Source: an optimization exercise on an open RTL-to-GDS flow (aim: small area). Production flows keep margins and buffers that such runs may drop.
Where RTL was checked, it was by simulation tests only, not by an equivalence proof against the original.
Only the layout flow was run in runs 2 to 4; the RTL was not checked for function there.
Power figures rest on the tool's default switching activity, not on a simulated workload.

--- flow/standard.sh ---
#!/bin/bash
# synth_recipe.tcl (not shown) runs the flow's synth.tcl, then flattens the netlist and writes it again
# the make line also repeats each setting of config.mk as NAME=value (left out here)
make -C /OpenROAD-flow-scripts/flow DESIGN_CONFIG=/design/flow/config.mk WORK_HOME=/design/flow/orfs CLKGATE_MAP_FILE= SYNTH_SCRIPT=/design/flow/synth_recipe.tcl "${@:-finish}"
--- flow/constraint.sdc ---
create_clock -name core_clock -period 11.0 [get_ports {clk}]
set_input_delay 2.2000 -clock core_clock [delete_from_list [all_inputs] [get_ports {clk}]]
set_output_delay 2.2000 -clock core_clock [all_outputs]
set_load 0.01 [all_outputs]
--- flow/flow/run.sh ---
#!/bin/bash
# The standard layout (the standard.sh: standard synthesis, floorplan,
# power grid, placement, CTS, routing), with one change: the buffer that
# port buffering puts on every input and output port is the platform's
# smallest buffer, sky130_fd_sc_hd__buf_1, instead of the one the resizer
# picks by itself. Repair still resizes any port buffer that needs it.
set -euo pipefail
export BUFFER_PORTS_ARGS="-buffer_cell sky130_fd_sc_hd__buf_1"
bash standard.sh finish > standard.log 2>&1
--- flow/design.v ---
`timescale 1ns / 1ps
package desa_pkg;
	localparam int SIZE_BITS_DEF = 32;
	localparam int CMD_W      = 4;
	localparam int NUM_W      = 32;
	localparam int TIER_W     = 2;
	localparam int STATUS_W   = 2;
	localparam int OFFSET_W   = 33;
	localparam int FREE_W     = 32;
	localparam int CFG_DATA_W = 32;
	localparam int CFG_IDX_W  = 1;
	localparam logic [CMD_W-1:0] CMD_ALLOC_PRI   = 4'd0;
	localparam logic [CMD_W-1:0] CMD_CLEAR_PRI   = 4'd1;
	localparam logic [CMD_W-1:0] CMD_FREE_FRONT  = 4'd2;
	localparam logic [CMD_W-1:0] CMD_FREE_REAR   = 4'd3;
	localparam logic [CMD_W-1:0] CMD_FREE_GLOBAL = 4'd4;
	localparam logic [CMD_W-1:0] CMD_SET_TIER    = 4'd5;
	localparam logic [CMD_W-1:0] CMD_ALLOC_CUR   = 4'd6;
	localparam logic [CMD_W-1:0] CMD_ALLOC_NEXT  = 4'd7;
	localparam logic [CMD_W-1:0] CMD_CLEAR_FRAME = 4'd8;
	localparam logic [CMD_W-1:0] CMD_SWAP        = 4'd9;
	localparam logic [TIER_W-1:0] TIER_GLOBAL = 2'd0;
	localparam logic [TIER_W-1:0] TIER_FRONT  = 2'd1;
	localparam logic [TIER_W-1:0] TIER_REAR   = 2'd2;
	localparam logic SIDE_FRONT = 1'b0;
	localparam logic SIDE_REAR  = 1'b1;
	localparam logic [STATUS_W-1:0] ST_OK      = 2'd0;
	localparam logic [STATUS_W-1:0] ST_NOSPACE = 2'd1;
	localparam logic [STATUS_W-1:0] ST_NOCFG   = 2'd2;
	localparam logic [CFG_IDX_W-1:0] REG_PRIMARY_SIZE = 1'd0;
	localparam logic [CFG_IDX_W-1:0] REG_FRAME_SIZE   = 1'd1;
	typedef struct packed {
		logic exec;     
		logic cfg_we;   
	} ctl_t;
endpackage
`timescale 1ns / 1ps
`timescale 1ns / 1ps
`timescale 1ns / 1ps
module double_ended_stack_allocator_core #(
	parameter int SIZE_BITS = desa_pkg::SIZE_BITS_DEF
) (
	input  logic                             clk,
	input  logic                             arst_n,
	input  logic                             cmd_valid,
	output logic                             cmd_ready,
	input  logic [desa_pkg::CMD_W-1:0]       cmd_command,
	input  logic [desa_pkg::NUM_W-1:0]       cmd_num_bytes,
	input  logic [desa_pkg::TIER_W-1:0]      cmd_tier,
	output logic                             res_valid,
	input  logic                             res_ready,
	output logic [desa_pkg::STATUS_W-1:0]    res_status,
	output logic [desa_pkg::OFFSET_W-1:0]    res_offset,
	output logic [desa_pkg::FREE_W-1:0]      res_primary_free,
	output logic [desa_pkg::FREE_W-1:0]      res_frame_free,
	input  logic                             cfg_valid,
	output logic                             cfg_ready,
	input  logic [desa_pkg::CFG_IDX_W-1:0]   cfg_index,
	input  logic [desa_pkg::CFG_DATA_W-1:0]  cfg_data
);
	typedef logic [31:0] w_t;
	localparam int ADD_BLK = 11;
	function automatic logic [32:0] add32(input logic [31:0] a, input logic [31:0] b,
			input logic ci);
		logic [32:0] s;
		logic [31:0] r;
		logic cb, c, pp;
		cb = ci;
		for (int lo = 0; lo < 32; lo += ADD_BLK) begin
			c = (lo == 0) ? ci : 1'b0;
			for (int i = lo; i < lo + ADD_BLK && i < 32; i++) begin
				r[i] = a[i] ^ b[i] ^ c;
				c = (a[i] & b[i]) | (c & (a[i] ^ b[i]));
			end
			if (lo == 0) begin
				for (int i = lo; i < lo + ADD_BLK && i < 32; i++) s[i] = r[i];
				cb = c;
			end else begin
				pp = 1'b1;
				for (int i = lo; i < lo + ADD_BLK && i < 32; i++) begin
					s[i] = r[i] ^ (cb & pp);
					pp = pp & r[i];
				end
				cb = c | (cb & pp);
			end
		end
		s[32] = cb;
		add32 = s;
	endfunction
	w_t   psize_q, fsize_q, global_q, front_q, rear_q, ffront_q, frear_q;
	logic [1:0] tier_q;
	logic side_q;
	logic valid_q;
	logic pnz_q, fnz_q;
	logic [1:0] st_q;
	w_t   off_q;
	logic ofr_q;
	logic exec;
	assign cmd_ready = !valid_q || res_ready;
	assign res_valid = valid_q;
	assign cfg_ready = 1'b1;
	assign exec      = cmd_valid && cmd_ready;
	always_ff @(posedge clk or negedge arst_n) begin
		if (!arst_n) valid_q <= 1'b0;
		else if (exec) valid_q <= 1'b1;
		else if (res_ready) valid_q <= 1'b0;
	end
	logic c_apri, c_clr, c_ffront, c_frear, c_fglob, c_tier, c_afrm, c_cfrm, c_swap;
	assign c_apri   = cmd_command == 4'd0;
	assign c_clr    = cmd_command == 4'd1;
	assign c_ffront = cmd_command == 4'd2;
	assign c_frear  = cmd_command == 4'd3;
	assign c_fglob  = cmd_command == 4'd4;
	assign c_tier   = cmd_command == 4'd5;
	assign c_afrm   = cmd_command[3:1] == 3'b011;
	assign c_cfrm   = cmd_command == 4'd8;
	assign c_swap   = cmd_command == 4'd9;
	logic pcfg, fcfg, cfg_nz;
	assign pcfg   = pnz_q;
	assign fcfg   = fnz_q;
	assign cfg_nz = |cfg_data;
	w_t proom, froom;
	assign proom = w_t'(add32(rear_q, ~front_q, 1'b1));
	assign froom = w_t'(add32(frear_q, ~ffront_q, 1'b1));
	assign res_primary_free = pcfg ? proom : '0;
	assign res_frame_free   = fcfg ? froom : '0;
	logic aside, t_rear, t_glob, use_rear;
	assign aside    = side_q ^ cmd_command[0];
	assign t_rear   = tier_q[1];
	assign t_glob   = ~tier_q[1] & ~tier_q[0];
	assign use_rear = c_afrm ? aside : t_rear;
	w_t room, a_in, sum;
	assign room = c_afrm ? froom : proom;
	always_comb begin
		case ({c_afrm, use_rear})
			2'b00:   a_in = front_q;
			2'b01:   a_in = ~rear_q;
			2'b10:   a_in = ffront_q;
			default: a_in = ~frear_q;
		endcase
	end
	assign sum = w_t'(add32(a_in, cmd_num_bytes, 1'b0));
	logic nospace, nocfg, alloc, ok;
	assign alloc   = c_apri | c_afrm;
	assign nocfg   = c_afrm ? ~fcfg : ~pcfg;
	assign nospace = cmd_num_bytes > room;
	assign ok      = alloc & ~nocfg & ~nospace;
	logic pri_ok, frm_ok;
	assign pri_ok = exec & c_apri & pcfg & ~nospace;
	assign frm_ok = exec & c_afrm & fcfg & ~nospace;
	always_ff @(posedge clk) begin
		if (exec) begin
			st_q  <= alloc ? {nocfg, ~nocfg & nospace} : 2'b00;
			off_q <= ok ? (use_rear ? ~sum : a_in) : '0;
			ofr_q <= ok & c_afrm & pnz_q;
		end
	end
	assign res_status = st_q;
	assign res_offset = add32(off_q, ofr_q ? psize_q : 32'd0, 1'b0);
	logic pcfg_we, fcfg_we;
	assign pcfg_we = cfg_valid & ~cfg_index[0];
	assign fcfg_we = cfg_valid &  cfg_index[0];
	w_t psize_d, fsize_d;
	assign psize_d = pcfg_we ? cfg_data : psize_q;
	assign fsize_d = fcfg_we ? cfg_data : fsize_q;
	logic p_zero, p_rear_sz, p_front_gl;
	assign p_zero     = pcfg_we | (exec & c_clr);
	assign p_rear_sz  = pcfg_we | (exec & (c_clr | c_frear | c_fglob));
	assign p_front_gl = exec & (c_ffront | c_fglob | (c_tier & cmd_tier == 2'd0));
	always_ff @(posedge clk or negedge arst_n) begin
		if (!arst_n) pnz_q <= 1'b0;
		else if (pcfg_we) pnz_q <= cfg_nz;
	end
	always_ff @(posedge clk) psize_q <= psize_d;
	always_ff @(posedge clk) begin
		if (p_zero) global_q <= '0;
		else if (pri_ok & t_glob) global_q <= sum;
		if (p_zero) front_q <= '0;
		else if (p_front_gl) front_q <= global_q;
		else if (pri_ok & ~t_rear) front_q <= sum;
		if (p_rear_sz) rear_q <= psize_d;
		else if (pri_ok & t_rear) rear_q <= ~sum;
		if (pcfg_we) tier_q <= 2'd0;
		else if (exec & c_tier & cmd_tier != 2'd3) tier_q <= cmd_tier;
	end
	logic f_front0, f_rear_sz;
	assign f_front0  = fcfg_we | (exec & (c_cfrm | (c_swap & fcfg & ~side_q)));
	assign f_rear_sz = fcfg_we | (exec & (c_cfrm | (c_swap & fcfg & side_q)));
	always_ff @(posedge clk or negedge arst_n) begin
		if (!arst_n) fnz_q <= 1'b0;
		else if (fcfg_we) fnz_q <= cfg_nz;
	end
	always_ff @(posedge clk) fsize_q <= fsize_d;
	always_ff @(posedge clk) begin
		if (f_front0) ffront_q <= '0;
		else if (frm_ok & ~aside) ffront_q <= sum;
		if (f_rear_sz) frear_q <= fsize_d;
		else if (frm_ok & aside) frear_q <= ~sum;
		if (fcfg_we) side_q <= 1'b0;
		else if (exec & c_swap & fcfg) side_q <= ~side_q;
	end
endmodule
--- flow/config.mk ---
export PLATFORM = sky130hd
export DESIGN_NAME = double_ended_stack_allocator_core
export DESIGN_NICKNAME = double_ended_stack_allocator_core
export VERILOG_FILES = /design/flow/design.v
export SDC_FILE = /design/flow/constraint.sdc
export NUM_CORES = 4
export LEC_CHECK = 0
export CAP_MARGIN = 20
export CORE_MARGIN = 2
export CORE_UTILIZATION = 40
export CTS_CLUSTER_DIAMETER = 110
export CTS_CLUSTER_SIZE = 28
export SLEW_MARGIN = 20
==> results of run 1 <==
==> power groups by stage <==
stage / Combinational, mW / Clock [mW] / Sequential [mW]
2_1_floorplan: 0.514 / 0 / 1.16
3_3_place_gp: 0.765 / 0 / 1.17
3_5_place_dp: 0.774 / 0 / 1.17
4_1_cts: 0.781 / 0.573 / 1.15
5_1_grt: 0.862 / 0.605 / 1.16
6_report: 0.785 / 0.569 / 1.15
==> final timing paths <==
path                                       start                     end  slack (ns)  depth (start not counted)
setup / recovery                 ofr_q$_DFFE_PP_          res_offset[31]        1.19                         21
hold / removal               psize_q[11]$_DFF_P_     psize_q[11]$_DFF_P_        0.47                          2
setup reg to reg           frear_q[11]$_DFFE_PP_  off_q[9]$_SDFFCE_PN0P_        1.34                         26
hold reg to reg              psize_q[11]$_DFF_P_     psize_q[11]$_DFF_P_        0.47                          2
max in group asynchronous                 arst_n     valid_q$_DFFE_PN0P_        9.29                          1
min in group asynchronous                 arst_n       fnz_q$_DFFE_PN0P_        1.51                          1
==> final cells by class <==
| class | instances | share of cell area |
|---|---|---|
| multi-input combinational | 1234 | 0.525 |
| clock inverter | 1 | 0.000873 |
| inverter | 141 | 0.0284 |
| timing repair buffer | 209 | 0.0514 |
| antenna | 1 | 0.000134 |
| sequential | 265 | 0.339 |
| tap | 539 | 0.0362 |
| clock buffer | 20 | 0.0189 |
==> flip-flops by register name, indices dropped and copies added, names as in the netlist, 32 cells and up <==
| signal | flops |
|---|---|
| frear_q | 32 |
| off_q | 32 |
| global_q | 32 |
| ffront_q | 32 |
| psize_q | 32 |
| front_q | 32 |
| rear_q | 32 |
| fsize_q | 32 |
==> stage by stage <==
stage | setup slack, ns | hold slack, ns | power, mW | std cells
4_1_cts | 1.19 | 0.471 | 2.51 | 2409
5_1_grt | 0.873 | 0.491 | 2.63 | 2409
3_5_place_dp | 0.898 | 0.453 | 1.95 | 2388
2_1_floorplan | 1.71 | 0.428 | 1.67 | 1731
3_3_place_gp | 1.02 | 0.450 | 1.94 | 2388
6_report | 1.19 | 0.471 | 2.51 | 2410
==> tightest hold or removal path, stage by stage (launching register included) <==
cell and delay, ns:
dfxtp_1 0.33, nand2_1 0.05, nand2_1 0.06
==> layer usage <==
metal	vias up	track usage
met5	-	0
met2	625	0.402
met1	6676	0.368
met3	62	0.0408
met4	0	0.0594
li1	6167	-
==> kinds of logic after synthesis <==
group	after synthesis	share of synthesized area
AND/OR/NAND/NOR	566	0.158
multiplexers	150	0.0946
flip-flops	265	0.373
buffers and inverters	232	0.0523
other	1	0.000222
XOR/XNOR	87	0.0450
adder cells (fa/ha/maj)	165	0.172
AO/OA/AOI/OAI	265	0.105
==> cell usage in the layout (no fill, tap or decap), types with 5 or more instances in the layout <==
| cell type | n |
|---|---|
| buf_4 | 29 |
| buf_1 | 176 |
| o21ai_0 | 62 |
| nand2b_1 | 6 |
| clkbuf_1 | 7 |
| xnor2_1 | 46 |
| a2111oi_0 | 5 |
| nand4_1 | 18 |
| a21o_1 | 6 |
| dfxtp_1 | 162 |
| nand3_1 | 17 |
| a21oi_1 | 58 |
| fa_1 | 113 |
| edfxtp_1 | 99 |
| a221o_1 | 27 |
| nand2_1 | 208 |
| nor3_1 | 27 |
| o31ai_1 | 5 |
| and3_1 | 9 |
| mux2i_1 | 71 |
| clkbuf_16 | 13 |
| a211oi_1 | 52 |
| mux2_2 | 79 |
| nor4_1 | 13 |
| o211ai_1 | 16 |
| ha_1 | 52 |
| nor2_1 | 148 |
| inv_1 | 141 |
| o22ai_1 | 11 |
| and2_1 | 70 |
| xor2_1 | 40 |
| nor2b_1 | 14 |
==> summary.txt, run 1 <==
fill cell count about 4100; total negative slack 0 ns; Worst path slowest cell edfxtp_1; design area 18600 um^2; WL met2 between 20 and 25 mm; final slew viol count 0; min-delay worst type flop to flop; gr ovfl total 0; 1st-pass router iterations 5; Synth Instances 1731; global-route wire length before repair approximately 84 mm; most frequent CP cell fa_1; worst slew pin tran between 1 and 1.5 ns; dpl cell area 18300 um^2; commonest cells in the netlist nand2_1, dfxtp_1, nor2_1, inv_1, fa_1; top cell type's share of synthesized area 0.193; post-cts sizing count 0; synthesized flop and latch total 265; critical path cell sequence and2_1, ha_1, inv_1, fa_1, fa_1, fa_1, fa_1, fa_1, fa_1, fa_1, fa_1, fa_1, fa_1, or4_1, o41ai_4, and3b_4, nand2_4, nor3_4, nand2b_2, xor2_1, buf_1; Setup crit start kind flop; worst path required time 8.80 ns; Comb power frac 0.313; Post-CTS Hold Fix Bufs 0; YS warnings 1; CTS Buf Count 13; clock-pin slew on the worst setup and hold paths 0.12 ns; die area 44000 um^2; part of the power in registers 0.460; # setup viols final 0; CP max stage delay 0.78 ns; Yosys cell types 66; top layer in use met4; H-Tree Depth 1; final core occ 0.445; Peak supply drop 0.0790 mV; Tcrit/Tclk final 0.892; FP Rows 75; CTS root buf clkbuf_16; NumNets Final roughly 2100; Top delay family on crit path adder cells; Avg WL per Cell 23.3 um; vias 13500; Vias/cell 5.61; Post-synth EDFFs 99; drt total wl 56.2 mm; Post-CTS Setup Bufs 0; clock tree from TritonCTS built; die width 210 um; synthesized cell area approximately 17000 um^2; DRC viols 0; Clock Power Share 0.227; FFs w/ async S/R, synth 0.0113; Clock Sinks roughly 270; layout cells sized above 1 0.0856; status complete, no violations; Placer Congestion 0.912; pwr/cell area approximately 130 nW/um^2; fmax between 100 and 150 MHz; Synth area leader dfxtp_1; multi-input logic area 9790 um^2; relative slew slack 0.213; top_reg_cell synth dfxtp_1; RSZ-0062 raised after global routing no; met3 routed WL 4.82 mm; gr usage total 0.255; Sw Share 0.350; Crit Path Category flop to output port; Final Skew around 0.035 ns; sequential cell area 6310 um^2; buffer depth of the longest clock path 3; syn_nets 1972; sequential area share after synthesis 0.373; largest net degree at the start of global routing 53; IO Pins around 180; Syn Area/Cell 9.78 um^2; Max Cap Viol 0; Final ANT Viol Nets 0; I/O Buffers 176; number of global-route vias before repair 13300; Psw 0.878 mW; Met1 Wirelength between 20 and 30 mm; Leak Pwr slightly above 7 nW; initial core utilization 0.404; Syn-to-layout area delta 10.1%; most common cell in the netlist nand2_1; HPWL Detailed 40.7 mm; minimum clock period 9.81 ns; Initial DRC Count about 1400; Worst setup EP type output port; initial antenna violation count 1; final hold violation count 0; Crit Path Max Fanout 14; core area between 40000 and 50000 um^2; Buf/Inv on CP 2; crit path DAT ~7.6 ns; Power Internal 1.63 mW; die height 210 um; Clk Latency, worst-skew pair 0.51 ns; synth top area cells dfxtp_1, edfxtp_1, fa_1, mux2_2, nand2_1
==> run 2, diff against run 1 <==
--- a/flow/design.v
+++ b/flow/design.v
@@ -59,7 +59,7 @@
 	input  logic [desa_pkg::CFG_DATA_W-1:0]  cfg_data
 );
 	typedef logic [31:0] w_t;
-	localparam int ADD_BLK = 11;
+	localparam int ADD_BLK = 16;
 	function automatic logic [32:0] add32(input logic [31:0] a, input logic [31:0] b,
 			input logic ci);
 		logic [32:0] s;
--- a/flow/config.mk
+++ b/flow/config.mk
@@ -8,6 +8,6 @@
 export CAP_MARGIN = 20
 export CORE_MARGIN = 2
 export CORE_UTILIZATION = 40
-export CTS_CLUSTER_DIAMETER = 110
-export CTS_CLUSTER_SIZE = 28
+export CTS_CLUSTER_DIAMETER = 100
+export CTS_CLUSTER_SIZE = 24
 export SLEW_MARGIN = 20
==> run 2 against run 1 <==
Against the previous run:
- still clean
- critical path depth up 5
- die area up 0.59%
- power up 11%
- clock power up 9.3%
- design area up 2.9%
- clock-buffer cell count up 2
- critical path type unchanged
- largest cell class unchanged
- largest power group unchanged
==> summary.txt, run 2 <==
most common cell in the netlist nand2_1; Post-synth EDFFs 99; top_reg_cell synth dfxtp_1; Synth Instances 1763; syn_nets 2000; # setup viols final 0; Avg WL per Cell 22.4 um; reg2reg start rear_q[0]$_DFFE_PP_; initial core utilization 0.406; Vias/cell 5.52; CTS root buf clkbuf_16; H-Tree Depth 1; most frequent CP cell fa_1; commonest cells in the netlist nand2_1, dfxtp_1, inv_1, nor2_1, fa_1; drt total wl ~56 mm; FF-to-FF path depth 36; Syn Area/Cell 9.66 um^2; pwr/cell area 145 nW/um^2; RSZ-0062 raised after global routing no; NumNets Final 2173; final slew viol count 0; Final Skew 0.0285 ns; Setup crit start kind flop; Syn-to-layout area delta 12.6%; Comb power frac 0.353; reg2reg end off_q[5]$_SDFFCE_PN0P_; 1st-pass router iterations 5; Synth area leader dfxtp_1; status complete, no violations; fmax 93.2 MHz; synthesized cell area 17000 um^2; final hold violation count 0; fill cell count between 3000 and 4000; number of global-route vias before repair 13200; Top delay family on crit path adder cells; Crit Path Category flop to output port; CTS Buf Count 15; sequential area share after synthesis 0.371; Power Internal 1.78 mW; die height approximately 210 um; gr ovfl total 0; Tcrit/Tclk final 0.975; largest net degree at the start of global routing 99; worst slew pin tran a little under 1 ns; final hold slack roughly 0.45 ns; Hold EP global_q[7]$_SDFFE_PP0P_; Peak supply drop 0.0831 mV; IO Pins about 180; multi-input logic area 9840 um^2; Clock Power Share 0.224; clock tree from TritonCTS built; part of the power in registers 0.423; Worst path slowest cell fa_1; Max Cap Viol 0; Leak Pwr 7.05 nW; buffer depth of the longest clock path 3; clock-pin slew on the worst setup and hold paths 0.10 ns; Post-CTS Hold Fix Bufs 0; min-delay worst type flop to flop; Clk Latency, worst-skew pair 0.51 ns; Yosys cell types 67; Psw ~1 mW; Power Total 2.78 mW; synthesized flop and latch total approximately 270; CP max stage delay 0.42 ns; Final ANT Viol Nets 0; R2R Setup Slk 0.57 ns; Clock Sinks 265; Crit Path Max Fanout 4; Placer Congestion roughly 0.91; Buf/Inv on CP 3; gr usage total 0.250; FP Rows 75; worst hold stages 2; Sw Share 0.359; global-route wire length before repair 83.3 mm; sequential cell area 6310 um^2; layout cells sized above 1 0.116; commonest cells after routing, fill and taps aside nand2_1, buf_1, dfxtp_1; vias 13700; Worst setup EP type output port; worst path required time roughly 9 ns; DRC viols 0; top cell type's share of synthesized area 0.192; YS warnings 1; most common cell after layout, fill and taps aside nand2_1; Hold Crit Start global_q[7]$_SDFFE_PP0P_; Initial DRC Count about 1300; core area 41900 um^2; initial antenna violation count 2; HPWL Detailed around 42 mm; synth top area cells dfxtp_1, edfxtp_1, fa_1, nand2_1, mux2_2; crit path DAT 8.52 ns; die area approximately 44000 um^2; I/O Buffers approximately 180; relative slew slack 0.342; Ant. Diodes 0; minimum clock period 10.72 ns; FFs w/ async S/R, synth 0.0113; die width roughly 210 um
[run 2: cells by family after synthesis]
group,Yosys count,synth area share
flops,265,0.371
mux,159,0.0990
xor+xnor,68,0.0350
simple gates,593,0.165
other cells,1,0.000220
compound gates,273,0.101
buf+inv,243,0.0598
fa+ha+maj,161,0.170
[run 2: what timing repair did]
action	in CTS	in global routing
hold endpoints to repair	0	0
setup buffers	0	5
gates resized for setup	0	16
endpoints found under the setup margin	0	45
[run 2: power groups by stage]
| stage | Combinational, mW | Clock, mW | Sequential, mW |
|---|---|---|---|
| 2_1_floorplan | 0.612 | 0 | 1.18 |
| 3_3_place_gp | 0.942 | 0 | 1.19 |
| 3_5_place_dp | 0.957 | 0 | 1.19 |
| 4_1_cts | 0.962 | 0.630 | 1.17 |
| 5_1_grt | 1.07 | 0.663 | 1.18 |
| 6_report | 0.980 | 0.622 | 1.17 |
[run 2: worst max-delay path by stage]
stage | startpoint | to | slack (ns) | depth (start not counted)
3_3_place_gp | cmd_command[0] | off_q[30]$_SDFFCE_PN0P_ | -0.18 | 27
5_1_grt | ofr_q$_DFFE_PP_ | res_offset[27] | 0.006 | 28
3_5_place_dp | cmd_command[0] | off_q[30]$_SDFFCE_PN0P_ | -0.12 | 27
4_1_cts | rear_q[0]$_DFFE_PP_ | res_primary_free[29] | 0.01 | 26
2_1_floorplan | cmd_command[0] | off_q[31]$_SDFFCE_PN0P_ | 0.02 | 30
6_report | rear_q[0]$_DFFE_PP_ | res_primary_free[29] | 0.28 | 26
[run 2: cell type report]
class,instances,share of cell area
multi-input combinational,1255,0.513
timing repair buffer,261,0.0732
sequential,265,0.329
clock inverter,3,0.00124
tap,539,0.0352
clock buffer,22,0.0215
inverter,138,0.0270
[run 2: stage by stage]
step	utilization	instance area [um^2]	setup TNS, ns	instances	setup slack (ns)
3_5_place_dp	0.444	18600	-1.24	2453	-0.120
6_report	0.457	19200	0	2483	0.275
4_1_cts	0.455	19100	0	2478	0.0121
5_1_grt	0.457	19200	0	2483	0.00603
3_3_place_gp	0.444	18600	-1.43	2453	-0.178
2_1_floorplan	-	17100	0	1763	0.0153
[run 2: routing by layer]
metal,GRT usage,up-vias,wire (um)
met5,0,-,0
met4,0.0641,0,1390
met3,0.0372,74,4320
met2,0.380,542,24400
met1,0.373,6769,25600
li1,-,6323,-
[run 2: worst reg2reg max path: cells and delay by family (launching register included)]
kind,cells,cell delay (ns)
AOI/OAI and AO/OA,3,0.49
and+or+nand+nor,9,1.91
buffers and inverters,6,0.87
adders and majority gates,17,6.44
DFF,1,0.40
xor gates and xnor gates,1,0.16
==> run 3, diff against run 2 <==
--- a/flow/design.v
+++ b/flow/design.v
@@ -59,7 +59,7 @@
 	input  logic [desa_pkg::CFG_DATA_W-1:0]  cfg_data
 );
 	typedef logic [31:0] w_t;
-	localparam int ADD_BLK = 16;
+	localparam int ADD_BLK = 8;
 	function automatic logic [32:0] add32(input logic [31:0] a, input logic [31:0] b,
 			input logic ci);
 		logic [32:0] s;
==> run 3 against run 2 <==
Against the previous run:
- fmax increased by 19%
- die area up 1.2%
- power decreased by 4.9%
- synthesized cell count shrank 0.62%
- flip-flop and latch count did not move
- register-to-register slack improved by 1.7 ns
- first-iteration DRC count fell by 13%
- sequential power hardly changed
- global-route usage down 0.35 points
- clock power fell by 0.6%
- non-clock buffer count decreased by 56
- critical endpoint is now res_offset[31]
- largest cell class unchanged
==> summary.txt, run 3 <==
commonest cells in the netlist dfxtp_1, nand2_1, nor2_1, inv_1, mux2_2; reg2reg start frear_q[8]$_DFFE_PP_; gr usage total 0.247; Peak supply drop around 0.075 mV; R2R Setup Slk 2.23 ns; non-filler cells in the finished layout 2433; commonest cells after routing, fill and taps aside buf_1, dfxtp_1, nand2_1; Post-CTS Setup Bufs 0; post-cts sizing count 0; Tcrit/Tclk final 0.819; final slew viol count 0; Yosys cell types between 50 and 60; total negative slack 0 ns; CTS Buf Count 15; initial antenna violation count 0; clock-pin slew on the worst setup and hold paths 0.10 ns; RSZ-0062 raised after global routing no; Initial DRC Count roughly 1100; buffer depth of the longest clock path 3; NumNets Final 2123; syn_nets 1997; status complete, no violations; Final Skew between 0.02 and 0.025 ns; Synth Instances around 1800; CTS root buf clkbuf_16; global-route wire length before repair between 80 and 90 mm; top cell type's share of synthesized area 0.189; synthesized cell area ~17000 um^2; setup slack after layout 2.00 ns; gr ovfl total 0; DRC viols 0; top_reg_cell synth dfxtp_1; FF-to-FF path depth 24; Worst setup EP type output port; launch point of the worst path ofr_q$_DFFE_PP_; vias 13700; Synth area leader dfxtp_1; final hold violation count 0; Crit Path Category flop to output port; layout cells sized above 1 0.103; 1st-pass router iterations 5; dpl cells 2407; Avg WL per Cell 22.7 um; Post-synth EDFFs 99; number of global-route vias before repair 13800; Leak Pwr ~6.7 nW; drt total wl 55.2 mm; worst hold stages 2; pre-CTS WS 1.74 ns; pwr/cell area 139 nW/um^2; IO Pins 178; Setup crit start kind flop; worst slew pin tran 1.05 ns; die width 212 um; most common cell in the netlist dfxtp_1; initial core utilization 0.403; Crit Path Max Fanout 32; Worst path slowest cell o41a_1; YS warnings 1; FFs w/ async S/R, synth 0.0113; relative slew slack 0.281; crit path DAT slightly below 7 ns; Max Cap Viol 0; worst path required time 8.80 ns; most common cell after layout, fill and taps aside buf_1; CP max stage delay between 0.5 and 0.6 ns; crit path to res_offset[31]; die height 212 um; critical path cell sequence buf_4, and2_1, ha_1, inv_1, fa_1, fa_1, fa_1, fa_1, fa_1, fa_1, or4_1, o31a_1, o41a_1, or3_4, or3_1, xor2_1, buf_1; Syn Area/Cell just under 10 um^2; core area 42800 um^2; fmax 111 MHz; largest net degree at the start of global routing 51; Placer Congestion 0.891; synth top area cells dfxtp_1, edfxtp_1, fa_1, mux2_2, ha_1; FP Rows 76; minimum clock period ~9 ns; min-delay worst type flop to flop; # setup viols final 0; HPWL Detailed 40.6 mm; synthesized flop and latch total 265; I/O Buffers around 180; Post-CTS Hold Fix Bufs 0; Clock Sinks 265; most frequent CP cell fa_1; reg2reg end off_q[12]$_SDFFCE_PN0P_; clock tree from TritonCTS built; Syn-to-layout area delta 9.86%; Final ANT Viol Nets 0; die area 44800 um^2; sequential area share after synthesis 0.366; H-Tree Depth 1; Clk Latency, worst-skew pair 0.51 ns; Vias/cell 5.62
## run 3: cell count changes in the layout (fill, tap and decap cells not counted), sizes merged, moves of 20 or more
cell,before,now
nand2,236,147
buf,260,205
mux2,75,128
mux2i,84,34
o21ai,118,86
nor2b,6,34
a211oi,43,64
xor2,25,45
## run 3: cells by family (layout without fill, tap and decap cells)
family | after synthesis | in the layout | share of synthesized area
simple gates | 523 | 523 | 0.144
compound gates | 312 | 312 | 0.119
flops | 265 | 265 | 0.366
buf+inv | 227 | 361 | 0.0500
fa+ha+maj | 169 | 169 | 0.170
mux | 162 | 162 | 0.103
xor+xnor | 93 | 93 | 0.0473
other cells | 1 | 2 | 0.000218
## run 3: power breakdown
group          leakage [nW]  total [mW]  switching [mW]  internal (mW)
Sequential             2.32        1.16          0.0453           1.11
Clock                 0.214       0.618           0.349          0.268
Combinational          4.14       0.867           0.530          0.337
Total                  6.68        2.64           0.924           1.72
## run 3: routing by layer
layer / up-vias / wire, um / GRT usage
met2: 496 / 25500 / 0.407
met5: - / 0 / 0
met1: 6784 / 24400 / 0.340
met3: 87 / 3520 / 0.0285
met4: 0 / 1830 / 0.0797
li1: 6310 / - / -
## run 3: layout make-up
cell class              instances  area (um^2)
fillers                      4169        23900
multi-input cells            1260        10100
flip-flops and latches        265         6310
repair buffers                205          878
well taps                     546          683
inverters                     131          492
clock buffers                  22          412
clock inverters                 3         26.3
diodes                          1         2.50
## run 3: metrics by stage
stage          power, mW  cell area [um^2]   util  hold slack, ns
2_1_floorplan       1.74             17200      -           0.428
3_3_place_gp        2.02             18500  0.432           0.444
3_5_place_dp        2.04             18500  0.432           0.448
4_1_cts             2.65             18900  0.442           0.466
5_1_grt             2.77             18900  0.442           0.493
6_report            2.64             18900  0.443           0.467
## run 3: how the worst min path moves through the flow
stage | from | end | slack (ns)
finish | global_q[8]$_SDFFE_PP0P_ | global_q[8]$_SDFFE_PP0P_ | 0.47
global route | fsize_q[26]$_DFF_P_ | fsize_q[26]$_DFF_P_ | 0.49
global placement | global_q[6]$_SDFFE_PP0P_ | global_q[6]$_SDFFE_PP0P_ | 0.44
detailed placement | fsize_q[31]$_DFF_P_ | fsize_q[31]$_DFF_P_ | 0.45
CTS | global_q[16]$_SDFFE_PP0P_ | global_q[16]$_SDFFE_PP0P_ | 0.47
floorplan | fsize_q[31]$_DFF_P_ | fsize_q[31]$_DFF_P_ | 0.43
## run 3: critical path: cells and delay by family (launching register included)
family | cells | cell delay, ns
adder cells (fa/ha/maj) | 7 | 2.75
XOR/XNOR | 1 | 0.18
buffers and inverters | 3 | 0.67
AO/OA/AOI/OAI | 2 | 0.90
flip-flops | 1 | 0.34
AND/OR/NAND/NOR | 4 | 1.45
==> run 4, diff against run 3 <==
--- a/flow/config.mk
+++ b/flow/config.mk
@@ -5,6 +5,7 @@
 export SDC_FILE = /design/flow/constraint.sdc
 export NUM_CORES = 4
 export LEC_CHECK = 0
+export ABC_AREA = 1
 export CAP_MARGIN = 20
 export CORE_MARGIN = 2
 export CORE_UTILIZATION = 40
==> run 4 against run 3 <==
Against the previous run:
- flip-flop and latch count unchanged
- core utilization up 0.14 points
- design area up 0.75%
- synthesized area up 0.86%
- first-iteration DRC count up 26%
- hold slack better by 0.0094 ns
- combinational power up 12%
- critical endpoint is now global_q[4]$_SDFFE_PP0P_
==> summary.txt, run 4 <==
status complete, no violations; Worst setup EP type flop; drt total wl 57.4 mm; Leak Pwr 8.05 nW; pwr/cell area about 150 nW/um^2; Post-CTS Setup Bufs 0; Crit Path Category flop to flop; final hold violation count 0; Yosys cell types 53; worst slew pin tran approximately 1.0 ns; total negative slack 0 ns; HPWL Detailed 42.3 mm; commonest cells after routing, fill and taps aside nand2_1, inv_1, nor2_1; gr ovfl total 0; I/O Buffers 176; initial core utilization 0.404; synth top area cells dfxtp_1, edfxtp_1, fa_1, nand2_1, inv_1; post-cts sizing count 0; Syn-to-layout area delta 9.74%; FFs w/ async S/R, synth 0.0113; Final ANT Viol Nets 0; WL met2 25.9 mm; core area 43000 um^2; fmax approximately 110 MHz; buffer depth of the longest clock path 3; Tcrit/Tclk final 0.820; Synth area leader dfxtp_1; CTS root buf clkbuf_16; Avg WL per Cell 19.6 um; most common cell after layout, fill and taps aside nand2_1; # setup viols final 0; Post-synth EDFFs 99; layout cells sized above 1 0.0477; final slew viol count 0; Vias/cell 5.14; YS warnings 1; synthesized cell area 17400 um^2; H-Tree Depth 1; Syn Area/Cell between 7 and 8 um^2; RSZ-0062 raised after global routing no; synthesized flop and latch total ~270; 1st-pass router iterations 6; Placer Congestion 0.915; DRC viols 0; die area 45100 um^2; largest net degree at the start of global routing 69; CP max stage delay just over 1 ns; IO Pins 178; Final Skew 0.0339 ns; final core occ 0.444; most frequent CP cell fa_1; dpl cell area 18600 um^2; minimum clock period between 9 and 10 ns; global-route wire length before repair 87.1 mm; clock-pin slew on the worst setup and hold paths 0.11 ns; Crit Path Max Fanout 55; CTS Buf Count 15; Post-CTS Hold Fix Bufs 0; sequential cell area 6310 um^2; top cell type's share of synthesized area 0.188; syn_nets 2460; Setup crit start kind flop; Synth Instances 2215; design area 19100 um^2; most common cell in the netlist nand2_1; die height 212 um; NumNets Final approximately 2600; met3 routed WL 4.75 mm; crit path DAT 9.44 ns; commonest cells in the netlist nand2_1, inv_1, nor2_1, o21ai_0, dfxtp_1; top_reg_cell synth dfxtp_1; top layer in use met4; Peak supply drop approximately 0.11 mV; Worst path slowest cell nor2_4; clock tree from TritonCTS built; Clk Latency, worst-skew pair 0.53 ns; Max Cap Viol 0; Clock Sinks roughly 270; sequential area share after synthesis 0.363; worst path required time about 11 ns; Initial DRC Count 1428; fill cell count 4418; die width 212 um; multi-input logic area 9480 um^2; Met1 Wirelength 25.2 mm; relative slew slack 0.326; number of global-route vias before repair 14500; FP Rows 76; gr usage total 0.257; min-delay worst type flop to flop; initial antenna violation count 1; vias 15100
[run 4: cell count changes after synthesis, moves of 23 or more]
| cell | delta |
|---|---|
| a211oi_1 | -52 |
| a21oi_1 | +75 |
| and2_1 | -49 |
| clkbuf_1 | -24 |
| inv_1 | +184 |
| mux2_2 | -128 |
| mux2i_1 | -23 |
| nand2_1 | +341 |
| nor2_1 | +110 |
| nor2b_1 | -34 |
| o211ai_1 | -23 |
| o21ai_0 | +136 |
| xnor2_1 | -24 |
[run 4: where the power goes]
group | internal (mW) | switching, mW | leakage, nW | total, mW
registers | 1.12 | 0.0544 | 2.33 | 1.17
logic | 0.330 | 0.644 | 5.49 | 0.974
clock network | 0.295 | 0.358 | 0.229 | 0.653
[run 4: stage by stage]
stage | total power [mW] | instances | hold WS [ns] | worst slack [ns]
6_report | 2.80 | 2932 | 0.477 | 1.98
5_1_grt | 2.97 | 2931 | 0.494 | 1.66
4_1_cts | 2.80 | 2931 | 0.474 | 2.20
3_5_place_dp | 2.16 | 2905 | 0.459 | 1.71
3_3_place_gp | 2.14 | 2905 | 0.455 | 1.86
2_1_floorplan | 1.83 | 2215 | 0.438 | 3.30
[run 4: routing by layer]
layer,up-vias,track usage
li1,7297,-
met1,7106,0.361
met2,592,0.414
met3,72,0.0360
met4,0,0.0721
met5,-,0
[run 4: logic make-up after synthesis]
logic type,count (synthesis),share of synthesized area
muxes,11,0.00633
DFF,265,0.363
buffers and inverters,423,0.0946
other,1,0.000216
adders and majority gates,169,0.169
and+or+nand+nor,870,0.208
xor gates and xnor gates,57,0.0291
AOI/OAI and AO/OA,419,0.130
[run 4: worst paths after layout]
kind / startpoint / end / depth (start not counted) / slack (ns)
max in group asynchronous: arst_n / valid_q$_DFFE_PN0P_ / 1 / 9.08
min reg2reg: global_q[19]$_SDFFE_PP0P_ / global_q[19]$_SDFFE_PP0P_ / 2 / 0.48
min: global_q[19]$_SDFFE_PP0P_ / global_q[19]$_SDFFE_PP0P_ / 2 / 0.48
max reg2reg: rear_q[0]$_DFFE_PP_ / global_q[4]$_SDFFE_PP0P_ / 37 / 1.98
max: rear_q[0]$_DFFE_PP_ / global_q[4]$_SDFFE_PP0P_ / 37 / 1.98
min in group asynchronous: arst_n / fnz_q$_DFFE_PN0P_ / 1 / 1.60
[run 4: critical path: cells and delay by family (launching register included)]
kind / cells / cell delay, ns
buffers and inverters: 3 / 0.71
XOR/XNOR: 1 / 0.23
adder cells (fa/ha/maj): 10 / 3.45
flip-flops: 1 / 0.44
AO/OA/AOI/OAI: 4 / 0.72
AND/OR/NAND/NOR: 19 / 3.33
[run 4: final cells by class]
cell class / instances / area share
well taps: 585 / 0.0384
repair buffers: 203 / 0.0453
clock inverters: 3 / 0.00308
inverters: 325 / 0.0639
flip-flops and latches: 265 / 0.331
clock buffers: 23 / 0.0218
multi-input cells: 1527 / 0.497
diodes: 1 / 0.000131
==> run 5, diff against run 4 <==
--- a/flow/design.v
+++ b/flow/design.v
@@ -59,7 +59,7 @@
 	input  logic [desa_pkg::CFG_DATA_W-1:0]  cfg_data
 );
 	typedef logic [31:0] w_t;
-	localparam int ADD_BLK = 8;
+	localparam int ADD_BLK = 11;
 	function automatic logic [32:0] add32(input logic [31:0] a, input logic [31:0] b,
 			input logic ci);
 		logic [32:0] s;
==> run 5 against run 4 <==
Against the previous run:
- still clean
- final cell count fell by 1.4%
- via count is 0.24% lower
- synthesized area fell by 0.63%
- register-to-register slack lost 0.34 ns
- clock skew decreased by 0.0034 ns
- fmax is 3.6% lower
- clock-buffer cell count unchanged
- largest power group unchanged
==> summary.txt, run 5 <==
H-Tree Depth 1; total negative slack 0 ns; Final Skew between 0.03 and 0.04 ns; commonest cells after routing, fill and taps aside nand2_1, inv_1, o21ai_0; worst path required time 11.38 ns; core area 42900 um^2; worst slew pin tran 1.16 ns; synth top area cells dfxtp_1, edfxtp_1, fa_1, nand2_1, inv_1; synthesized cell area 17300 um^2; FFs w/ async S/R, synth 0.0113; minimum clock period 9.36 ns; reg2reg start frear_q[0]$_DFFE_PP_; Worst setup EP type flop; post-cts sizing count 0; die width 212 um; Setup crit start kind flop; reg2reg end global_q[5]$_SDFFE_PP0P_; Syn-to-layout area delta 9.29%; buffer depth of the longest clock path 3; IO Pins 178; RSZ-0062 raised after global routing no; fmax 107 MHz; commonest cells in the netlist nand2_1, inv_1, o21ai_0, nor2_1, dfxtp_1; Avg WL per Cell slightly above 20 um; sequential area share after synthesis 0.365; pre-CTS WS 1.36 ns; vias 15000; Peak supply drop 0.0876 mV; clock-pin slew on the worst setup and hold paths ~0.10 ns; Tcrit/Tclk final 0.851; final slew viol count 0; synthesized flop and latch total about 270; Ant. Diodes 0; worst hold stages 2; 1st-pass router iterations 5; final hold violation count 0; Final ANT Viol Nets 0; YS warnings 1; gr ovfl total 0; clock tree from TritonCTS built; drt total wl 59.6 mm; FF-to-FF path depth 37; most frequent CP cell fa_1; status complete, no violations; syn_nets 2419; Post-CTS Setup Bufs 0; global-route wire length before repair 88.0 mm; Vias/cell 5.20; multi-input logic area slightly above 9000 um^2; Crit Path Max Fanout 33; Placer Congestion 0.972; fill cell count between 4000 and 5000; Clk Latency, worst-skew pair 0.51 ns; HPWL Detailed around 43 mm; Initial DRC Count approximately 1100; FP Rows 76; top_reg_cell synth dfxtp_1; DRC viols 0; Leak Pwr ~8 nW; NumNets Final 2538; R2R Setup Slk 1.64 ns; CP max stage delay ~0.65 ns; pwr/cell area about 140 nW/um^2; Synth area leader dfxtp_1; setup slack after layout 1.64 ns; Clock Sinks between 200 and 300; die area 44900 um^2; I/O Buffers 176; layout cells sized above 1 0.0508; Hold Crit Start global_q[24]$_SDFFE_PP0P_; number of global-route vias before repair 14800; # setup viols final 0; initial core utilization 0.403; crit path DAT just under 10 ns; Post-synth EDFFs 99; most common cell after layout, fill and taps aside nand2_1; Max Cap Viol 0; largest net degree at the start of global routing 69; Worst path slowest cell nor2_8; Post-CTS Hold Fix Bufs 0; die height approximately 210 um; Hold EP global_q[24]$_SDFFE_PP0P_; most common cell in the netlist nand2_1; CTS Buf Count 15; Yosys cell types 55; min-delay worst type flop to flop; Crit Path Category flop to flop; top cell type's share of synthesized area 0.189; sequential cell area 6310 um^2; initial antenna violation count 0; CTS root buf clkbuf_16; Synth Instances 2178; relative slew slack 0.226; Syn Area/Cell about 7.9 um^2; gr usage total 0.264
-- run 5: cell count changes after synthesis, moves of 9 or more --
cell     previous run  this run
a21oi_1           136       155
buf_6               0         9
nand3_1            58        37
nor2_1            249       215
inv_1             315       332
-- run 5: final cells by class --
class / count / area share
timing repair buffer: 198 / 0.0451
clock buffer: 23 / 0.0225
clock inverter: 2 / 0.00113
multi-input combinational: 1477 / 0.491
inverter: 340 / 0.0677
tap: 585 / 0.0388
sequential: 265 / 0.334
-- run 5: per-layer routing --
metal / part of all wire / track usage
met5: 0 / 0
met4: 0.061 / 0.141
met3: 0.054 / 0.0258
met2: 0.49 / 0.464
met1: 0.40 / 0.318
-- run 5: logic make-up (layout without fill, tap and decap cells) --
kind of cell | after synthesis | in the layout | share of synthesized area
AND/OR/NAND/NOR | 823 | 823 | 0.202
buffers and inverters | 436 | 563 | 0.101
AO/OA/AOI/OAI | 432 | 432 | 0.133
flip-flops | 265 | 265 | 0.365
adder cells (fa/ha/maj) | 165 | 165 | 0.169
XOR/XNOR | 43 | 43 | 0.0222
multiplexers | 13 | 13 | 0.00753
other | 1 | 1 | 0.000217
-- run 5: how the worst max path moves through the flow --
| stage | startpoint | to | slack (ns) | cells after the start |
|---|---|---|---|---|
| global placement | cmd_command[2] | front_q[23]$_SDFFE_PP0P_ | 1.45 | 30 |
| CTS | frear_q[0]$_DFFE_PP_ | global_q[5]$_SDFFE_PP0P_ | 1.70 | 37 |
| finish | frear_q[0]$_DFFE_PP_ | global_q[5]$_SDFFE_PP0P_ | 1.64 | 37 |
| global route | frear_q[0]$_DFFE_PP_ | global_q[6]$_SDFFE_PP0P_ | 1.25 | 37 |
| floorplan | cmd_command[2] | front_q[23]$_SDFFE_PP0P_ | 2.05 | 30 |
| detailed placement | cmd_command[2] | front_q[23]$_SDFFE_PP0P_ | 1.36 | 30 |
-- run 5: worst max-delay path: cells and delay by family (launching register included) --
kind	cells	cell delay, ns
adders and majority gates	13	4.79
and+or+nand+nor	17	2.50
AOI/OAI and AO/OA	3	0.63
buffers and inverters	3	0.54
DFF	1	0.42
xor gates and xnor gates	1	0.26
-- run 5: per-stage QoR --
step / util / hold WS [ns] / instance area, um^2 / cells / power, mW
final: 0.440 / 0.458 / 18900 / 2890 / 2.66
after CTS: 0.440 / 0.456 / 18900 / 2890 / 2.66
after detailed placement: 0.430 / 0.441 / 18400 / 2865 / 2.05
after floorplan: - / 0.431 / 17300 / 2178 / 1.75
after global routing: 0.440 / 0.477 / 18900 / 2890 / 2.80
after global placement: 0.430 / 0.439 / 18400 / 2865 / 2.04
-- run 5: power by group --
part | switching (mW) | internal [mW] | leakage [nW]
Clock | 0.350 | 0.275 | 0.218
Combinational | 0.575 | 0.293 | 5.42
Sequential | 0.0520 | 1.11 | 2.33
==> run 6, diff against run 5 <==
--- a/flow/config.mk
+++ b/flow/config.mk
@@ -5,7 +5,6 @@
 export SDC_FILE = /design/flow/constraint.sdc
 export NUM_CORES = 4
 export LEC_CHECK = 0
-export ABC_AREA = 1
 export CAP_MARGIN = 20
 export CORE_MARGIN = 2
 export CORE_UTILIZATION = 40
==> run 6 against run 5 <==
Against the previous run:
- register-to-register slack lost 0.36 ns
- hold slack gained 0.011 ns
- design area shrank 1.0%
- sequential power is essentially flat
- wire length shrank 6.0%
- via count shrank 10%
- combinational power shrank 9.6%
- final cell count shrank 17%
- clock skew grew 0.0036 ns
- non-clock buffer count grew 11
- critical path type is now flop to output port
- critical path depth shrank 16
==> summary.txt, run 6 <==
Syn Area/Cell slightly below 10 um^2; Power Total 2.54 mW; crit path DAT 7.59 ns; Crit Path Max Fanout 14; Clock Sinks 265; commonest cells in the netlist nand2_1, dfxtp_1, nor2_1, inv_1, fa_1; syn_nets 1972; buffer depth of the longest clock path 3; global-route wire length before repair between 80 and 90 mm; initial antenna violation count 1; synthesized cell area 16900 um^2; # setup viols final 0; vias 13500; gr usage total 0.254; final hold violation count 0; initial core utilization 0.404; die area 44000 um^2; die height 210 um; Syn-to-layout area delta 10.4%; sequential area share after synthesis 0.373; worst slew pin tran 1.14 ns; Crit Path Category flop to output port; Setup crit start kind flop; Leak Pwr 7.18 nW; gr ovfl total 0; DRC viols 0; Initial DRC Count 1360; Vias/cell 5.60; Synth Instances 1731; Placer Congestion 0.912; FP Rows 75; largest net degree at the start of global routing 53; FFs w/ async S/R, synth 0.0113; commonest cells after routing, fill and taps aside nand2_1, buf_1, dfxtp_1; total negative slack 0 ns; Tcrit/Tclk final 0.890; Post-synth EDFFs 99; Worst setup EP type output port; fmax 102 MHz; CTS Buf Count 15; synth top area cells dfxtp_1, edfxtp_1, fa_1, mux2_2, nand2_1; number of global-route vias before repair 13300; pwr/cell area 136 nW/um^2; clock-pin slew on the worst setup and hold paths around 0.1 ns; 1st-pass router iterations 6; HPWL Detailed 40.7 mm; relative slew slack 0.234; worst path required time 8.80 ns; min-delay worst type flop to flop; simple-gate share of the synthesized area 0.158; worst hold stages 2; IO Pins 178; Synth Area in Adders 0.172; Peak supply drop 0.0917 mV; most common cell after layout, fill and taps aside nand2_1; reg2reg start frear_q[11]$_DFFE_PP_; Final ANT Viol Nets 0; CTS root buf clkbuf_16; status complete, no violations; synthesized flop and latch total 265; Clk Latency, worst-skew pair 0.51 ns; Avg WL per Cell ~23 um; Post-CTS Hold Fix Bufs 0; FF-to-FF path depth 26; clock tree from TritonCTS built; YS warnings 1; Synth area leader dfxtp_1; minimum clock period 9.79 ns; Final Skew around 0.034 ns; Hold Crit Start psize_q[6]$_DFF_P_; layout cells sized above 1 0.0870; top_reg_cell synth dfxtp_1; launch point of the worst path ofr_q$_DFFE_PP_; NumNets Final between 2000 and 2500; final slew viol count 0; Yosys cell types 66; post-cts sizing count 0; core area roughly 42000 um^2; top cell type's share of synthesized area 0.193; H-Tree Depth 1; I/O Buffers 176; die width ~210 um; post-synthesis mux area share 0.0946; Synth Area in XOR/XNOR 0.0450; most common cell in the netlist nand2_1; post-synthesis compound-gate area fraction 0.105; Post-CTS Setup Bufs 0; largest family of logic cells by synthesized area adder cells; Max Cap Viol 0; drt total wl 56.0 mm; RSZ-0062 raised after global routing no
==> run 6: cell types whose count changed in the layout (fill, tap and decap cells not counted), moves of 27 or more <==
cell      previous run  this run
nand2_1            481       208
inv_1              332       141
o21ai_0            218        62
a21oi_1            155        58
mux2_2               0        79
and2_1               1        70
nor2_1             214       148
mux2i_1             13        71
a211oi_1            10        52
xnor2_1             16        46
a221o_1              0        27
==> run 6: final timing paths <==
path                                          end  slack, ns
min in group asynchronous       fnz_q$_DFFE_PN0P_       1.52
hold reg to reg                psize_q[6]$_DFF_P_       0.47
hold / removal                 psize_q[6]$_DFF_P_       0.47
setup / recovery                   res_offset[31]       1.21
max in group asynchronous     valid_q$_DFFE_PN0P_       9.28
setup reg to reg           off_q[0]$_SDFFCE_PN0P_       1.28
==> run 6: critical path, stage by stage, from the launching register on <==
cell      delay, ns
edfxtp_1       0.77
and2_1         0.23
ha_1           0.15
inv_1          0.05
fa_1           0.38
fa_1           0.40
fa_1           0.40
fa_1           0.41
fa_1           0.40
fa_1           0.44
fa_1           0.40
fa_1           0.39
fa_1           0.39
fa_1           0.56
or4_1          0.49
o41ai_4        0.28
and3b_4        0.28
nand2_4        0.07
nor3_4         0.19
nand2b_2       0.09
xor2_1         0.13
buf_1          0.16
==> run 6: metal layers <==
layer | vias to the layer above | GRT usage | wire length (um)
met5 | - | 0 | 0
met4 | 0 | 0.0560 | 1160
met3 | 53 | 0.0413 | 4950
met2 | 582 | 0.401 | 25000
met1 | 6696 | 0.367 | 25000
li1 | 6172 | - | -
==> run 6: power breakdown <==
| group | leakage [nW] | total (mW) | switching [mW] | internal, mW |
|---|---|---|---|---|
| registers | 2.33 | 1.15 | 0.0480 | 1.11 |
| clock network | 0.207 | 0.605 | 0.343 | 0.262 |
| logic | 4.65 | 0.785 | 0.490 | 0.295 |
| total | 7.18 | 2.54 | 0.881 | 1.66 |
==> run 6: cells by family (layout without fill, tap and decap cells) <==
| group | after synthesis | count (layout) |
|---|---|---|
| buf+inv | 232 | 374 |
| compound gates | 265 | 265 |
| other cells | 1 | 2 |
| flops | 265 | 265 |
| mux | 150 | 150 |
| fa+ha+maj | 165 | 165 |
| xor+xnor | 87 | 87 |
| simple gates | 566 | 566 |
==> run 6: layout make-up <==
class	count	area [um^2]
Tap cell	539	674
Clock inverter	2	25.0
Sequential cell	265	6310
Clock buffer	22	402
Antenna cell	1	2.50
Timing Repair Buffer	209	958
Fill cell	4075	23200
Inverter	141	529
Multi-Input combinational cell	1234	9790
==> run 6: per-stage QoR <==
| stage | hold WS, ns | instance area [um^2] | utilization | std cells | setup slack [ns] |
|---|---|---|---|---|---|
| final | 0.469 | 18700 | 0.447 | 2413 | 1.21 |
| after global routing | 0.489 | 18700 | 0.447 | 2412 | 0.868 |
| after CTS | 0.468 | 18700 | 0.447 | 2412 | 1.20 |
| after detailed placement | 0.453 | 18300 | 0.436 | 2388 | 0.898 |
| after global placement | 0.450 | 18300 | 0.436 | 2388 | 1.02 |
| after floorplan | 0.428 | 16900 | - | 1731 | 1.71 |
==> run 7, diff against run 6 <==
--- a/flow/config.mk
+++ b/flow/config.mk
@@ -7,7 +7,8 @@
 export LEC_CHECK = 0
 export CAP_MARGIN = 20
 export CORE_MARGIN = 2
-export CORE_UTILIZATION = 40
+export CORE_UTILIZATION = 55
 export CTS_CLUSTER_DIAMETER = 100
 export CTS_CLUSTER_SIZE = 24
+export PLACE_DENSITY = 0.7
 export SLEW_MARGIN = 20
==> run 7 against run 6 <==
Against the previous run:
- critical path depth increased by 4
- final cell count decreased by 6.0%
- synthesized cell count unchanged
- via count increased by 1.2%
- non-clock buffer count decreased by 1
- design area decreased by 1.0%
- synthesized area unchanged
- still clean
- global-route usage increased by 7.1 points
==> summary.txt, run 7 <==
status complete, no violations; Comb power frac 0.309; Peak supply drop roughly 0.1 mV; synthesized cell area around 17000 um^2; top cell type's share of synthesized area 0.193; Power Total between 2 and 3 mW; part of the power in registers 0.452; Clk Latency, worst-skew pair about 0.51 ns; FFs w/ async S/R, synth 0.0113; crit path to front_q[5]$_SDFFE_PP0P_; Leak Pwr 7.17 nW; Setup crit start kind flop; RSZ-0062 raised after global routing no; Max Cap Viol 0; Met1 Wirelength 22.0 mm; gr ovfl total 0; H-Tree Depth 1; Psw roughly 0.88 mW; synth top area cells dfxtp_1, edfxtp_1, fa_1, mux2_2, nand2_1; NumNets Final 2106; reg2reg start frear_q[11]$_DFFE_PP_; clock tree from TritonCTS built; post-cts sizing count 0; I/O Buffers 176; syn_nets 1972; final hold slack 0.469 ns; relative slew slack 0.266; launch point of the worst path frear_q[11]$_DFFE_PP_; die area 32200 um^2; fmax 101 MHz; Tcrit/Tclk final 0.903; design area 18500 um^2; initial antenna violation count 1; die width 179 um; fill cell count 2652; YS warnings 1; met3 routed WL roughly 6.8 mm; Vias/cell between 6 and 7; top layer in use met4; vias 13700; FP Rows 64; clock-pin slew on the worst setup and hold paths roughly 0.10 ns; worst path required time 11.44 ns; min-delay worst type flop to flop; core area ~30000 um^2; global-route wire length before repair 80.3 mm; Final ANT Viol Nets 0; Initial DRC Count 1631; Placer Congestion 0.937; worst slew pin tran 1.10 ns; layout cells sized above 1 0.0870; pwr/cell area about 140 nW/um^2; Worst path slowest cell nor2_2; die height 179 um; # setup viols final 0; drt total wl 53.0 mm; Clock Sinks ~270; worst hold stages 2; Post-synth EDFFs 99; R2R Setup Slk 1.07 ns; Power Internal 1.66 mW; sequential area share after synthesis 0.373; 1st-pass router iterations 5; CP max stage delay 0.86 ns; reg2reg end front_q[5]$_SDFFE_PP0P_; Crit Path Category flop to flop; Sw Share 0.346; minimum clock period 9.93 ns; Ant. Diodes 0; final slew viol count 0; buffer depth of the longest clock path 3; dpl cell area 18100 um^2; FF-to-FF path depth 25; final hold violation count 0; number of global-route vias before repair 13500; Yosys cell types 66; DRC viols 0; IO Pins 178; Post-CTS Hold Fix Bufs 0; commonest cells after routing, fill and taps aside nand2_1, buf_1, dfxtp_1; Clock Power Share 0.239; Post-CTS Setup Bufs 0; Synth Instances around 1700; top_reg_cell synth dfxtp_1; Final Skew ~0.019 ns; CTS root buf clkbuf_16; most frequent CP cell fa_1; most common cell after layout, fill and taps aside nand2_1; HPWL Detailed 37.8 mm; Avg WL per Cell 23.4 um; Worst setup EP type flop; initial core utilization 0.556; synthesized flop and latch total 265; crit path DAT 10.37 ns; commonest cells in the netlist nand2_1, dfxtp_1, nor2_1, inv_1, fa_1; CTS Buf Count 15; largest net degree at the start of global routing 53; most common cell in the netlist nand2_1; Crit Path Max Fanout 18; Syn Area/Cell 9.78 um^2; Synth area leader dfxtp_1; WL met2 roughly 22 mm; gr usage total 0.325; total negative slack 0 ns; Syn-to-layout area delta 9.31%
-- run 7: cell count changes in the layout (fill, tap and decap cells not counted) --
cell,delta
clkinv_8,+1
inv_6,+1
buf_12,-1
nor2_4,+1
nor2_2,-1
inv_16,-1
diode_2,-1
-- run 7: cell families after synthesis --
group | count (synthesis) | share of synthesized area
xor gates and xnor gates | 87 | 0.0450
DFF | 265 | 0.373
and+or+nand+nor | 566 | 0.158
muxes | 150 | 0.0946
buffers and inverters | 232 | 0.0523
other | 1 | 0.000222
AOI/OAI and AO/OA | 265 | 0.105
adders and majority gates | 165 | 0.172
-- run 7: cell type report --
class / instances / area (um^2) / share of cell area
clock buffers: 22 / 402 / 0.0217
clock inverters: 3 / 30.0 / 0.00162
inverters: 141 / 529 / 0.0286
multi-input cells: 1234 / 9790 / 0.529
flip-flops and latches: 265 / 6310 / 0.341
well taps: 396 / 495 / 0.0268
repair buffers: 208 / 938 / 0.0507
-- run 7: critical path: cells and delay by family, from the launching register on --
family / cells / cell delay, ns
fa+ha+maj: 12 / 4.69
xor+xnor: 1 / 0.30
simple gates: 7 / 2.82
flops: 1 / 0.47
compound gates: 4 / 1.31
buf+inv: 1 / 0.25
-- run 7: power groups by stage --
stage	Sequential, mW	Combinational [mW]	Clock [mW]
floorplan	1.16	0.514	0
global placement	1.17	0.752	0
detailed placement	1.17	0.765	0
CTS	1.15	0.773	0.607
global route	1.16	0.854	0.640
finish	1.15	0.786	0.608
-- run 7: stage by stage --
stage	cells	utilization	setup slack (ns)
after floorplan	1731	-	1.71
after global placement	2244	0.594	1.11
after detailed placement	2244	0.594	0.956
after CTS	2269	0.608	1.27
after global routing	2269	0.608	0.865
final	2269	0.608	1.07
-- run 7: layer usage --
layer | vias to the layer above | global-route usage
met4 | 0 | 0.0976
li1 | 6165 | -
met2 | 787 | 0.486
met5 | - | 0
met3 | 97 | 0.0999
met1 | 6620 | 0.456
-- run 7: worst min path at each step --
stage,start,endpoint,slack [ns]
floorplan,fsize_q[25]$_DFF_P_,fsize_q[25]$_DFF_P_,0.43
global placement,fsize_q[29]$_DFF_P_,fsize_q[29]$_DFF_P_,0.45
detailed placement,psize_q[14]$_DFF_P_,psize_q[14]$_DFF_P_,0.45
CTS,psize_q[14]$_DFF_P_,psize_q[14]$_DFF_P_,0.47
global route,psize_q[2]$_DFF_P_,psize_q[2]$_DFF_P_,0.49
finish,psize_q[14]$_DFF_P_,psize_q[14]$_DFF_P_,0.47
==> run 8, diff against run 7 <==
--- a/flow/config.mk
+++ b/flow/config.mk
@@ -7,8 +7,8 @@
 export LEC_CHECK = 0
 export CAP_MARGIN = 20
 export CORE_MARGIN = 2
-export CORE_UTILIZATION = 55
+export CORE_UTILIZATION = 40
+export CTS_BUF_LIST = sky130_fd_sc_hd__clkbuf_8 sky130_fd_sc_hd__clkbuf_16
 export CTS_CLUSTER_DIAMETER = 100
 export CTS_CLUSTER_SIZE = 24
-export PLACE_DENSITY = 0.7
 export SLEW_MARGIN = 20
==> run 8 against run 7 <==
Against the previous run:
- critical path type is now flop to output port
- non-clock buffer count grew 1
- still clean
- combinational power is essentially flat
- clock skew grew 0.017 ns
- global-route usage shrank 7.1 points
- sequential power is essentially flat
- design area grew 1.0%
- critical endpoint is now res_offset[31]
- synthesized cell count is the same
- hold slack is essentially flat
- first-iteration DRC count shrank 16%
==> summary.txt, run 8 <==
die height 210 um; Syn-to-layout area delta 10.4%; H-Tree Depth 1; Max Cap Viol 0; Final Skew 0.0354 ns; setup slack after layout 1.20 ns; DRC viols 0; commonest cells after routing, fill and taps aside nand2_1, buf_1, dfxtp_1; reg2reg start frear_q[11]$_DFFE_PP_; Synth Area in XOR/XNOR 0.0450; Post-synth EDFFs 99; clock-pin slew on the worst setup and hold paths approximately 0.11 ns; Worst path slowest cell edfxtp_1; relative slew slack 0.225; Tcrit/Tclk final 0.891; Syn Area/Cell 9.78 um^2; CTS root buf clkbuf_16; Peak supply drop 0.0923 mV; gr ovfl total 0; simple-gate share of the synthesized area 0.158; synthesized cell area 16900 um^2; FF-to-FF path depth 26; Clock Sinks ~270; RSZ-0062 raised after global routing no; final slew viol count 0; Yosys cell types 66; worst slew pin tran 1.15 ns; status complete, no violations; Crit path depth 21; Setup crit start kind flop; total negative slack 0 ns; die area around 44000 um^2; Vias/cell 5.60; Clk Latency, worst-skew pair between 0.5 and 0.6 ns; syn_nets between 1500 and 2000; most common cell in the netlist nand2_1; CTS Buf Count 15; pre-CTS WS roughly 0.90 ns; Post-CTS Setup Bufs 0; Placer Congestion 0.912; Avg WL per Cell 23.2 um; crit path DAT 7.60 ns; Leak Pwr 7.21 nW; clock tree from TritonCTS built; FP Rows 75; number of global-route vias before repair 13300; gr usage total 0.254; 1st-pass router iterations 6; layout cells sized above 1 0.0870; FFs w/ async S/R, synth 0.0113; largest family of logic cells by synthesized area adder cells; IO Pins 178; Worst setup EP type output port; Final ANT Viol Nets 0; global-route wire length before repair 84.0 mm; NumNets Final 2107; most frequent CP cell fa_1; worst path required time ~8.8 ns; drt total wl 56.0 mm; Post-CTS Hold Fix Bufs 0; sequential area share after synthesis 0.373; Hold Crit Start psize_q[6]$_DFF_P_; buffer depth of the longest clock path 3; R2R Setup Slk around 1.3 ns; YS warnings 1; commonest cells in the netlist nand2_1, dfxtp_1, nor2_1, inv_1, fa_1; # setup viols final 0; post-cts sizing count 0; pwr/cell area ~140 nW/um^2; core area 41900 um^2; reg2reg end off_q[29]$_SDFFCE_PN0P_; largest net degree at the start of global routing 53; Synth Instances 1731; fill cell count 4075; critical path cell sequence and2_1, ha_1, inv_1, fa_1, fa_1, fa_1, fa_1, fa_1, fa_1, fa_1, fa_1, fa_1, fa_1, or4_1, o41ai_4, and3b_4, nand2_4, nor3_4, nand2b_2, xor2_1, buf_1; worst hold stages 2; non-filler cells in the finished layout 2413; Hold EP psize_q[6]$_DFF_P_; synthesized flop and latch total 265; initial core utilization 0.404; post-synthesis compound-gate area fraction 0.105; top_reg_cell synth dfxtp_1; post-synthesis mux area share 0.0946; CP max stage delay approximately 0.77 ns; Synth area leader dfxtp_1; Initial DRC Count 1364; Buf/Inv on CP 2; Crit Path Category flop to output port; I/O Buffers 176; dpl cells ~2400; vias 13500; top cell type's share of synthesized area 0.193; Synth Area in Adders 0.172; most common cell after layout, fill and taps aside nand2_1; initial antenna violation count 1; final hold violation count 0; Crit Path Max Fanout 14; HPWL Detailed a little over 40 mm; minimum clock period 9.80 ns; min-delay worst type flop to flop; Top delay family on crit path adder cells; die width about 210 um; fmax 102 MHz; synth top area cells dfxtp_1, edfxtp_1, fa_1, mux2_2, nand2_1
==> run 8: worst max path at each step <==
stage / slack [ns] / end / from
floorplan: 1.71 / front_q[23]$_SDFFE_PP0P_ / cmd_command[2]
global placement: 1.02 / off_q[31]$_SDFFCE_PN0P_ / cmd_command[0]
global route: 0.87 / off_q[31]$_SDFFCE_PN0P_ / cmd_command[0]
detailed placement: 0.90 / off_q[31]$_SDFFCE_PN0P_ / cmd_command[0]
CTS: 1.20 / res_offset[31] / ofr_q$_DFFE_PP_
finish: 1.20 / res_offset[31] / ofr_q$_DFFE_PP_
==> run 8: metrics by stage <==
| stage | util | hold slack, ns | instance area, um^2 | power, mW |
|---|---|---|---|---|
| floorplan | - | 0.428 | 16900 | 1.67 |
| global placement | 0.436 | 0.450 | 18300 | 1.94 |
| detailed placement | 0.436 | 0.453 | 18300 | 1.95 |
| CTS | 0.447 | 0.468 | 18700 | 2.54 |
| global route | 0.447 | 0.489 | 18700 | 2.66 |
| finish | 0.447 | 0.469 | 18700 | 2.54 |
==> run 8: where the power goes <==
group / switching [mW] / leakage, nW / internal [mW] / total [mW]
clock network: 0.343 / 0.236 / 0.256 / 0.599
logic: 0.490 / 4.65 / 0.295 / 0.785
registers: 0.0480 / 2.33 / 1.11 / 1.15
total: 0.881 / 7.21 / 1.66 / 2.54
==> run 8: tightest hold or removal path, stage by stage (launching register included) <==
cell and delay [ns]:
dfxtp_1 0.32, nand2_1 0.05, nand2_1 0.06
==> run 8: logic make-up after synthesis <==
| family | count (synthesis) |
|---|---|
| xor+xnor | 87 |
| mux | 150 |
| simple gates | 566 |
| flops | 265 |
| buf+inv | 232 |
| fa+ha+maj | 165 |
| other cells | 1 |
| compound gates | 265 |
==> run 8: final cells by class <==
| cell class | instances | area [um^2] | share of cell area |
|---|---|---|---|
| Multi-Input combinational cell | 1234 | 9790 | 0.524 |
| Sequential cell | 265 | 6310 | 0.338 |
| Timing Repair Buffer | 209 | 958 | 0.0513 |
| Tap cell | 539 | 674 | 0.0361 |
| Inverter | 141 | 529 | 0.0283 |
| Clock buffer | 15 | 375 | 0.0201 |
| Clock inverter | 9 | 51.3 | 0.00274 |
| Antenna cell | 1 | 2.50 | 0.000134 |
==> run 8: metal layers <==
metal  up-vias  track usage  wire length [um]
met2       604        0.401             24900
met4         0       0.0560              1160
met1      6695        0.367             24900
met3        53       0.0413              4990
li1       6171            -                 -
met5         -            0                 0

[port drivers added, routing unchanged]
The flow's constraints put no driver on any port. The routed layouts listed below were extracted and timed again, unchanged, in two steps.
Step 1 (the two cells are an assumption about what drives the block):
set clk [get_ports {clk}]
set_driving_cell -lib_cell sky130_fd_sc_hd__clkbuf_16 $clk
set_driving_cell -lib_cell sky130_fd_sc_hd__buf_2 [delete_from_list [all_inputs] $clk]
Step 2 also shifts input and output timing later by t, the mid clock arrival at the registers, as if the neighbouring blocks saw the same clock.
Slacks: ideal ports / drivers / drivers and shift; pairs: ideal ports / drivers.
run | t (ns) | setup WS [ns] | worst hold slack (ns) | worst slew at a driven data input, ns
run 1 | 0.554 | 1.192 / 1.136 / 0.808 | 0.471 / 0.471 / 0.471 | 0.09
run 2 | 0.553 | 0.275 / 0.220 / -0.079 | 0.455 / 0.455 / 0.455 | 0.06
run 3 | 0.548 | 1.996 / 1.944 / 1.671 | 0.467 / 0.467 / 0.467 | 0.05
run 4 | 0.574 | 1.978 / 1.978 / 1.701 | 0.477 / 0.477 / 0.477 | 0.05
run 5 | 0.545 | 1.642 / 1.642 / 1.309 | 0.458 / 0.458 / 0.458 | 0.04
run 6 | 0.543 | 1.207 / 1.153 / 0.783 | 0.469 / 0.469 / 0.469 | 0.10
run 7 | 0.554 | 1.072 / 1.072 / 0.832 | 0.469 / 0.469 / 0.469 | 0.04
run 8 | 0.542 | 1.204 / 1.151 / 0.813 | 0.469 / 0.469 / 0.469 | 0.10
Met with ideal ports but missed after step 2: setup timing in run 2. The setup slack of run 6, which loses most, moves by -0.054 ns with the drivers and by -0.424 ns with both steps.
